What follows belongs to an exercise in optimizing a design on an open flow for small area; a production flow would make more cautious choices.
The RTL was checked by simulation tests, not by an equivalence proof against the original design.
No activity file was given, so power comes from the tool's default toggle rates.

==> flow/config.mk <==
export PLATFORM = sky130hd
export DESIGN_NAME = stage5_msg_fifo
export DESIGN_NICKNAME = stage5_msg_fifo
export VERILOG_FILES = /design/flow/design.v
export SDC_FILE = /design/flow/constraint.sdc
export NUM_CORES = 8
export LEC_CHECK = 0
export CAP_MARGIN = 30
export CELL_PAD_IN_SITES_DETAIL_PLACEMENT = 1
export CORE_MARGIN = 2
export CORE_UTILIZATION = 35
export PLACE_DENSITY = 0.45
export SLEW_MARGIN = 30
export SYNTH_HIERARCHICAL = 1
export SYNTH_MINIMUM_KEEP_SIZE = 0
==> flow/constraint.sdc <==
create_clock -name core_clock -period 6.5 [get_ports {clk}]
set_input_delay 1.3000 -clock core_clock [delete_from_list [all_inputs] [get_ports {clk}]]
set_output_delay 1.3000 -clock core_clock [all_outputs]
set_load 0.01 [all_outputs]
==> flow/design.v <==
module stage5_msg_fifo #(
   parameter int MSG_W = 280,
   parameter int DEPTH = 8,
   parameter int AW    = 3,
   parameter int CNT_W = 16
) (
   input  logic             clk,
   input  logic             rst_n,
   input  logic [MSG_W-1:0] message_1,
   input  logic [MSG_W-1:0] message_2,
   input  logic [MSG_W-1:0] message_3,
   input  logic [2:0]       msg_valid_in,
   output logic             in_ready,
   input  logic             dict_clr,
   output logic [7:0]       field_PID1,
   output logic [7:0]       field_MC1,
   output logic [7:0]       field_MT1,
   output logic [MSG_W-1:0] msg_out,
   output logic             msg_valid,
   input  logic             msg_ready,
   output logic [CNT_W-1:0] msg_count
);
   logic [DEPTH-1:0][MSG_W-1:0] r_mem;
   logic [DEPTH-1:0][MSG_W-1:0] w_mem_next;
   logic [DEPTH:0]   r_cnt;                     
   logic [CNT_W-1:0] r_msg_count;
   logic [7:0]       r_pid;
   logic [7:0]       r_mc;
   logic [7:0]       r_mt;
   logic             w_in_ready;
   logic             w_any;
   logic             w_accept;
   logic             w_pop;
   logic             w_two, w_three;            
   logic [DEPTH-1:0] w_base;                    
   logic [2:0]       w_cnt3;                    
   logic [2:0]       w_base3;                   
   logic [2:0]       w_cls1, w_cls2, w_cls3;    
   logic [2:0][2:0]  w_pick;                    
   logic [DEPTH:0]   w_cnt_next;
   logic             w_up1, w_up2, w_up3, w_same, w_down;
   logic [1:0]       w_n_push;
   logic [CNT_W-1:0] w_msg_count_next;
   logic [DEPTH-1:0] w_wr, w_hold, w_shift;
   logic [DEPTH-1:0][MSG_W-1:0] w_q_n;          
   logic [2:0][MSG_W-1:0]       w_lane_n;       
   always_comb begin
      w_in_ready = ~(r_cnt[DEPTH] | r_cnt[DEPTH-1] | r_cnt[DEPTH-2]);
      w_any      = |msg_valid_in;
      w_two      = (msg_valid_in[0] & msg_valid_in[1]) | (msg_valid_in[0] & msg_valid_in[2])
                 | (msg_valid_in[1] & msg_valid_in[2]);
      w_three    = &msg_valid_in;
      w_accept   = rst_n & w_in_ready & w_any;
      w_pop      = rst_n & ~r_cnt[0] & msg_ready;
      w_base = w_pop ? r_cnt[DEPTH:1] : r_cnt[DEPTH-1:0];
      for (int e = 0; e < DEPTH; e++) begin
         w_wr[e] = w_accept & (w_base[e]
                             | ((e >= 1) ? w_base[(e + DEPTH - 1) % DEPTH] & w_two : 1'b0)
                             | ((e >= 2) ? w_base[(e + DEPTH - 2) % DEPTH] & w_three : 1'b0));
         w_hold[e]  = ~w_wr[e] & ~w_pop;
         w_shift[e] = ~w_wr[e] & w_pop;
      end
      w_hold[DEPTH-1] = ~w_wr[DEPTH-1];
      for (int c = 0; c < 3; c++) begin
         w_cnt3[c] = 1'b0;
         for (int k = c; k <= DEPTH; k += 3) w_cnt3[c] = w_cnt3[c] | r_cnt[k];
      end
      w_base3 = w_pop ? {w_cnt3[0], w_cnt3[2:1]} : w_cnt3;
      w_cls1  = w_base3;
      w_cls2  = msg_valid_in[0] ? {w_base3[1:0], w_base3[2]} : w_base3;
      w_cls3  = (msg_valid_in[0] & msg_valid_in[1]) ? {w_base3[0], w_base3[2:1]}
              : (msg_valid_in[0] | msg_valid_in[1]) ? {w_base3[1:0], w_base3[2]} : w_base3;
      for (int c = 0; c < 3; c++) begin
         w_pick[c][0] = msg_valid_in[0] & w_cls1[c];
         w_pick[c][1] = msg_valid_in[1] & w_cls2[c];
         w_pick[c][2] = msg_valid_in[2] & w_cls3[c];
      end
      w_n_push = w_accept ? (w_three ? 2'd3 : w_two ? 2'd2 : 2'd1) : 2'd0;
      w_down = w_pop & ~w_accept;
      w_same = w_accept ? (w_pop & ~w_two) : ~w_pop;
      w_up1  = w_accept & (w_pop ? (w_two & ~w_three) : ~w_two);
      w_up2  = w_accept & (w_pop ? w_three : (w_two & ~w_three));
      w_up3  = w_accept & ~w_pop & w_three;
      w_cnt_next = ({1'b0, r_cnt[DEPTH:1]} & {(DEPTH+1){w_down}})
                 | (r_cnt & {(DEPTH+1){w_same}})
                 | ({r_cnt[DEPTH-1:0], 1'b0} & {(DEPTH+1){w_up1}})
                 | ({r_cnt[DEPTH-2:0], 2'b0} & {(DEPTH+1){w_up2}})
                 | ({r_cnt[DEPTH-3:0], 3'b0} & {(DEPTH+1){w_up3}});
   end
   logic [CNT_W:0]   w_carry;
   logic [CNT_W-1:0] w_sum;
   always_comb begin
      w_sum[0]   = r_msg_count[0] ^ w_n_push[0];
      w_carry[1] = r_msg_count[0] & w_n_push[0];
   end
   stage5_msg_fifo_fa u_cnt1 (
      .a(r_msg_count[1]), .b(w_n_push[1]), .ci(w_carry[1]), .s(w_sum[1]), .co(w_carry[2])
   );
   for (genvar i = 2; i < CNT_W; i++) begin : g_cnt
      stage5_msg_fifo_ha u_ha (
         .a(r_msg_count[i]), .b(w_carry[i]), .s(w_sum[i]), .co(w_carry[i+1])
      );
   end
   assign w_msg_count_next = w_sum | {CNT_W{w_carry[CNT_W]}};
   always_ff @(posedge clk) begin
      r_mem <= w_mem_next;
   end
   for (genvar b = 0; b < MSG_W; b++) begin : g_bit
      for (genvar c = 0; c < 3; c++) begin : g_cls
         stage5_msg_fifo_aoi3 u_pick (
            .a1(w_pick[c][0]), .b1(message_1[b]), .a2(w_pick[c][1]), .b2(message_2[b]),
            .a3(w_pick[c][2]), .b3(message_3[b]), .y(w_lane_n[c][b])
         );
      end
      for (genvar e = 0; e < DEPTH; e++) begin : g_ent
         if (e < DEPTH - 1) begin : g_low
            stage5_msg_fifo_inv u_qn (.a(r_mem[e][b]), .y(w_q_n[e][b]));
            stage5_msg_fifo_aoi3 u_next (
               .a1(w_wr[e]), .b1(w_lane_n[e % 3][b]), .a2(w_hold[e]), .b2(w_q_n[e][b]),
               .a3(w_shift[e]), .b3(w_q_n[e+1][b]), .y(w_mem_next[e][b])
            );
         end else begin : g_top
            assign w_q_n[e][b] = r_mem[e][b];
            stage5_msg_fifo_ao22 u_next (
               .a1(w_wr[e]), .b1(w_lane_n[e % 3][b]), .a2(w_hold[e]), .b2(r_mem[e][b]),
               .y(w_mem_next[e][b])
            );
         end
      end
   end
   always_ff @(posedge clk) begin
      if (!rst_n) begin
         r_cnt       <= (DEPTH+1)'(1);
         r_msg_count <= {CNT_W{1'b0}};
      end else begin
         r_cnt       <= w_cnt_next;
         r_msg_count <= w_msg_count_next;
      end
   end
   logic [23:0] r_dict;
   logic [23:0] w_dict_next;
   logic        w_dict_ld1, w_dict_ld2, w_dict_ld3, w_dict_hold;
   always_comb begin
      w_dict_ld3  = w_accept & ~dict_clr & msg_valid_in[2];
      w_dict_ld2  = w_accept & ~dict_clr & ~msg_valid_in[2] & msg_valid_in[1];
      w_dict_ld1  = w_accept & ~dict_clr & ~msg_valid_in[2] & ~msg_valid_in[1];
      w_dict_hold = rst_n & ~dict_clr & ~w_accept;
   end
   for (genvar k = 0; k < 24; k++) begin : g_dict
      logic w_lane_n, w_hold_n;
      stage5_msg_fifo_aoi3 u_lane (
         .a1(w_dict_ld1), .b1(message_1[MSG_W-24+k]), .a2(w_dict_ld2), .b2(message_2[MSG_W-24+k]),
         .a3(w_dict_ld3), .b3(message_3[MSG_W-24+k]), .y(w_lane_n)
      );
      stage5_msg_fifo_nand2 u_hold (.a(w_dict_hold), .b(r_dict[k]), .y(w_hold_n));
      stage5_msg_fifo_nand2 u_next (.a(w_lane_n), .b(w_hold_n), .y(w_dict_next[k]));
   end
   always_ff @(posedge clk) begin
      r_dict <= w_dict_next;
   end
   assign r_pid = r_dict[23:16];
   assign r_mc  = r_dict[15:8];
   assign r_mt  = r_dict[7:0];
   assign in_ready   = w_in_ready;
   assign msg_valid  = ~r_cnt[0];
   assign msg_out    = r_mem[0];
   assign msg_count  = r_msg_count;
   assign field_PID1 = r_pid;
   assign field_MC1  = r_mc;
   assign field_MT1  = r_mt;
endmodule
module stage5_msg_fifo_aoi3 (
   input  logic a1, b1, a2, b2, a3, b3,
   output logic y
);
   assign y = ~((a1 & b1) | (a2 & b2) | (a3 & b3));
endmodule
module stage5_msg_fifo_nand2 (
   input  logic a, b,
   output logic y
);
   assign y = ~(a & b);
endmodule
module stage5_msg_fifo_inv (
   input  logic a,
   output logic y
);
   assign y = ~a;
endmodule
module stage5_msg_fifo_ao22 (
   input  logic a1, b1, a2, b2,
   output logic y
);
   assign y = (a1 & b1) | (a2 & b2);
endmodule
module stage5_msg_fifo_ha (
   input  logic a, b,
   output logic s, co
);
   assign {co, s} = {1'b0, a} + {1'b0, b};
endmodule
module stage5_msg_fifo_fa (
   input  logic a, b, ci,
   output logic s, co
);
   assign {co, s} = {1'b0, a} + {1'b0, b} + {1'b0, ci};
endmodule
==> flow/flow/run.sh <==
#!/bin/bash
# The standard layout, with these changes to how it is made:
#  - buffers left by synthesis are removed at floorplan (repair_design re-buffers
#    the nets that need it after placement);
#  - ports are buffered with the smallest buffer (buf_1) instead of ORFS's default pick;
#  - clock tree synthesis uses larger sink clusters and adds no dummy loads;
#  - after global routing, antennas are repaired again with a margin (post_grt.tcl).
set -euo pipefail
here=$(cd "$(dirname "$0")" && pwd)
export REMOVE_ABC_BUFFERS=1
export BUFFER_PORTS_ARGS="-buffer_cell sky130_fd_sc_hd__buf_1"
export CTS_ARGS="-sink_clustering_enable -repair_clock_nets -dont_use_dummy_load -sink_clustering_size 25 -sink_clustering_max_diameter 100"
export POST_GLOBAL_ROUTE_TCL="$here/post_grt.tcl"
bash standard.sh > standard_flow.log 2>&1
==> flow/flow/post_grt.tcl <==
# Hook run at the end of global routing: repair antennas again with a margin,
# so that detailed routing leaves fewer to fix (each post-route fix reroutes).
repair_antennas -iterations 3 -ratio_margin 30
check_placement -verbose
==> flow/standard.sh <==
#!/bin/bash
# synth_recipe.tcl (not shown) runs the flow's synth.tcl, then flattens the netlist and writes it again
# the make line also repeats each setting of config.mk as NAME=value (left out here)
make -C /OpenROAD-flow-scripts/flow DESIGN_CONFIG=/design/flow/config.mk WORK_HOME=/design/flow/orfs CLKGATE_MAP_FILE= SYNTH_SCRIPT=/design/flow/synth_recipe.tcl "${@:-finish}"
==> results.sh <==
export IMPL_power_mw=49.62
export IMPL_die_h_um=504.4
export IMPL_holdCritStartpoint="r_mem[2077]$_DFF_P_"
export IMPL_cts_resized=0
export IMPL_crit_path_max_fanout=16
export IMPL_ios=1169
export IMPL_io_buffers=1168
export IMPL_dp_slack_ps=736.5
export IMPL_grt_max_degree=138
export IMPL_post_cts_buffers=0
export IMPL_hpwl_mm=269.8
export IMPL_r2r_start="r_cnt[6]$_SDFF_PN0_"
export IMPL_switching_share_pct=38.48
export IMPL_h_tree_depth=3
export IMPL_avgRoutedWirePerCell_um=36.45
export IMPL_critPathKind="in2reg"
export IMPL_drc=0
export IMPL_clockPowerShare_pct=15.6
export IMPL_clk_insertion_delay_late_ps=820
export IMPL_worst_pin_slew_ps=1176
export IMPL_internal_power_mw=30.52
export IMPL_r2r_end="r_msg_count[3]$_SDFF_PN0_"
export IMPL_async_flop_share_pct=0
export IMPL_fin_nets=10046
export IMPL_syn_area_per_cell_um2=11.06
export IMPL_startpoint_type="input pin"
export IMPL_synth_area_leader_cell="dfxtp_1"
export IMPL_synth_area_leaders="dfxtp_1 52%, a222oi_1 32%, inv_1 8.4%"
export IMPL_setup_viol=0
export IMPL_timing_fmax_ghz=0.1996
export IMPL_rows=183
export IMPL_drive_gt1_share_pct=4.716
export IMPL_syn_area_um2=87660
export IMPL_cp_required_ps=7140
export IMPL_numCtsBuffers=110
export IMPL_yosys_area_top_type_share_pct=52.28
export IMPL_root_buffer="clkbuf_16"
export IMPL_max_cap_viol_count=0
export IMPL_die_area_um2=254500
export IMPL_hold_depth=1
export IMPL_cts_hold_buf=0
export IMPL_finalHoldViolations=0
export IMPL_ctsLongestPathBuffers=3
export IMPL_initial_core_util_pct=35.22
export IMPL_antenna_found_initial=166
export IMPL_cts_tree="yes"
export IMPL_ys_seq_elements=2289
export IMPL_tns_ps=0
export IMPL_end_kind="flip-flop"
export IMPL_min_period_over_period_pct=77.07
export IMPL_min_period_ps=5010
export IMPL_final_cell_mix="2824 x a222oi_1, 2289 x dfxtp_1, 1964 x inv_1"
export IMPL_hold_path_end="r_mem[1797]$_DFF_P_"
export IMPL_vias=90048
export IMPL_synth_cell_types=56
export IMPL_fp_dieW_um=504.4
export IMPL_p_per_area_nw_per_um2=491.8
export IMPL_whs_ps=406.8
export IMPL_final_common_cell="a222oi_1"
export IMPL_vias_per_cell=7.139
export IMPL_firstDrtPassIters=11
export IMPL_cts_sinks=2289
export IMPL_core_um2=248900
export IMPL_r2r_cells=21
export IMPL_cellLeakagePower_nw=47.06
export IMPL_track_usage_pct=33.83
export IMPL_layout_setup_ws_ps=1490
export IMPL_grt_pass1_wl_mm=648.4
export IMPL_seq_area_frac_synth_pct=52.28
export IMPL_cp_arrival_ps=5650
export IMPL_grt_pass1_vias=89116
export IMPL_hp_class="reg2reg"
export IMPL_clk_pin_slew_worst_paths_ps=90
export IMPL_combPwrFrac_pct=36.9
export IMPL_status="finished clean"
export IMPL_final_max_slew_viol_count=0
export IMPL_syn_inst=7928
export IMPL_r2r_slack_ps=1670
export IMPL_finalWirelength_mm=459.8
export IMPL_area_delta_synth_final_pct=15.09
export IMPL_synth_edf_count=0
export IMPL_vdd_drop_max_mv=0.2969
export IMPL_fin_worst_skew_ps=72.49
export IMPL_slew_limit_headroom_pct=21.57
export IMPL_power_frac_seq_pct=47.5
export IMPL_antenna_left=0
export IMPL_place_gp_congestion=0.8762
export IMPL_switchingPower_mw=19.09
export IMPL_grt_overflow_total=0
export IMPL_ys_warn_count=7
export IMPL_drt_iter0_markers=22918
export IMPL_yosys_most_used_dff="dfxtp_1"
==> cell usage after synthesis, drive strengths merged (2+ instances only) <==
library cell,count
mux2i,7
a31oi,4
a22o,281
nor4b,2
o22ai,2
or3,2
o31ai,2
and2,6
a311oi,2
a21oi,11
nand2,71
xnor2,3
o31a,2
nand2b,2
a222oi,2824
nor2,61
o211ai,2
and3,2
ha,15
inv,1967
mux2,2
a221o,2
o21a,3
dfxtp,2289
a2bb2oi,3
nor3,7
nand3,10
o21ai,11
buf,287
a22oi,3
nor2b,6
clkbuf,20
==> cell families after synthesis <==
family / synth area share, %
xor gates and xnor gates: 0.02998
AOI/OAI and AO/OA: 35.50
DFF: 52.28
and+or+nand+nor: 0.8750
buffers and inverters: 10.96
adders and majority gates: 0.2484
muxes: 0.1056
==> how the worst max path moves through the flow <==
| stage | start | endpoint | slack (ps) | cells after the start |
|---|---|---|---|---|
| 2_1_floorplan | rst_n | r_mem[1000]$_DFF_P_ | -32730 | 5 |
| 3_3_place_gp | msg_valid_in[1] | r_msg_count[14]$_SDFF_PN0_ | 790 | 23 |
| 3_5_place_dp | msg_valid_in[1] | r_msg_count[14]$_SDFF_PN0_ | 740 | 23 |
| 4_1_cts | msg_valid_in[1] | r_msg_count[3]$_SDFF_PN0_ | 1600 | 23 |
| 6_report | msg_valid_in[1] | r_msg_count[3]$_SDFF_PN0_ | 1490 | 23 |
==> layout make-up <==
| class | instances | area (um^2) |
|---|---|---|
| diodes | 103 | 257.7 |
| clock buffers | 110 | 2753 |
| fillers | 27769 | 148000 |
| inverters | 1967 | 7406 |
| multi-input cells | 3365 | 32500 |
| flip-flops and latches | 2289 | 45820 |
| well taps | 3330 | 4167 |
| repair buffers | 1450 | 7980 |
==> power by group through the flow <==
stage | clock (mW) | sequential, mW | combinational, mW
floorplan | 0 | 23.7 | 11.1
CTS | 7.89 | 23.5 | 17.8
finish | 7.72 | 23.6 | 18.3
detailed placement | 0 | 23.8 | 17.7
global placement | 0 | 23.6 | 17.1
==> Yosys stat by module (local to each module, per instance) <==
module,copies in the design,area (um^2),cells inside,flops+latches
stage5_msg_fifo_ao22,280,8.758,1,0
stage5_msg_fifo_fa,1,20.02,1,0
stage5_msg_fifo_nand2,48,3.754,1,0
stage5_msg_fifo_inv,1960,3.754,1,0
stage5_msg_fifo_ha,14,12.51,1,0
stage5_msg_fifo_aoi3,2824,10.01,1,0
stage5_msg_fifo,1,49200,2801,2289
==> worst max-delay path, cell delays in order <==
cell,delay (ps)
buf_1,110
nor2b_1,150
nor2_1,260
xnor2_1,160
nor2_1,70
ha_1,200
fa_1,370
ha_1,200
ha_1,190
ha_1,180
ha_1,180
ha_1,190
ha_1,180
ha_1,180
ha_1,180
ha_1,180
ha_1,180
ha_1,180
ha_1,180
ha_1,190
ha_1,380
nor2_1,210
nor2_1,60
==> metrics by stage <==
step | cell area [um^2] | instances | util [%]
after floorplan | 85430 | 7621 | -
after global placement | 97450 | 12356 | 39.16
after CTS | 100500 | 12495 | 40.39
final | 100900 | 12614 | 40.53
after detailed placement | 97780 | 12385 | 39.29
==> flip-flops by register name, indices dropped and copies added (netlist names) <==
| register | cells |
|---|---|
| r_mem | 2240 |
| r_dict | 24 |
| r_msg_count | 16 |
| r_cnt | 9 |
==> metal layers <==
layer  up-vias  routed length, um  GRT usage (%)  share of wire [%]
li1      36326                  -              -                  -
met1     45965             178800          44.07                 39
met2      6582             201600          51.93                 44
met3      1047              55960          8.409                 12
met4       128              22640          16.95                4.9
met5         -                805              0               0.18

## static timing again, ports no longer ideal
How much do the figures lean on ideal ports? The routed layout below was timed once more, with nothing changed but the port constraints. Step 1 sets driving cells, clkbuf_16 on the clock port and buf_2 on the other inputs (assumed; they add their load-dependent delay and slew). Step 2 adds t to the input delays and takes it off the output delays; t is the mean of the earliest and latest rising clock arrival at the registers after step 1. Input paths then give back, and output paths get back, about the clock's delay inside the block. a / b / c = no drivers / after step 1 / after step 2; a / b = the first two.
t, ns: 0.879
slack for setup (ns): 1.490 / 1.551 / 0.671
worst setup path at the end: input to register
latest minus earliest clock arrival (ns): 0.091 / 0.091
After both steps this run still meets setup and hold. For this run, drivers alone change the setup slack by +0.061 ns; drivers and shift together by -0.819 ns.
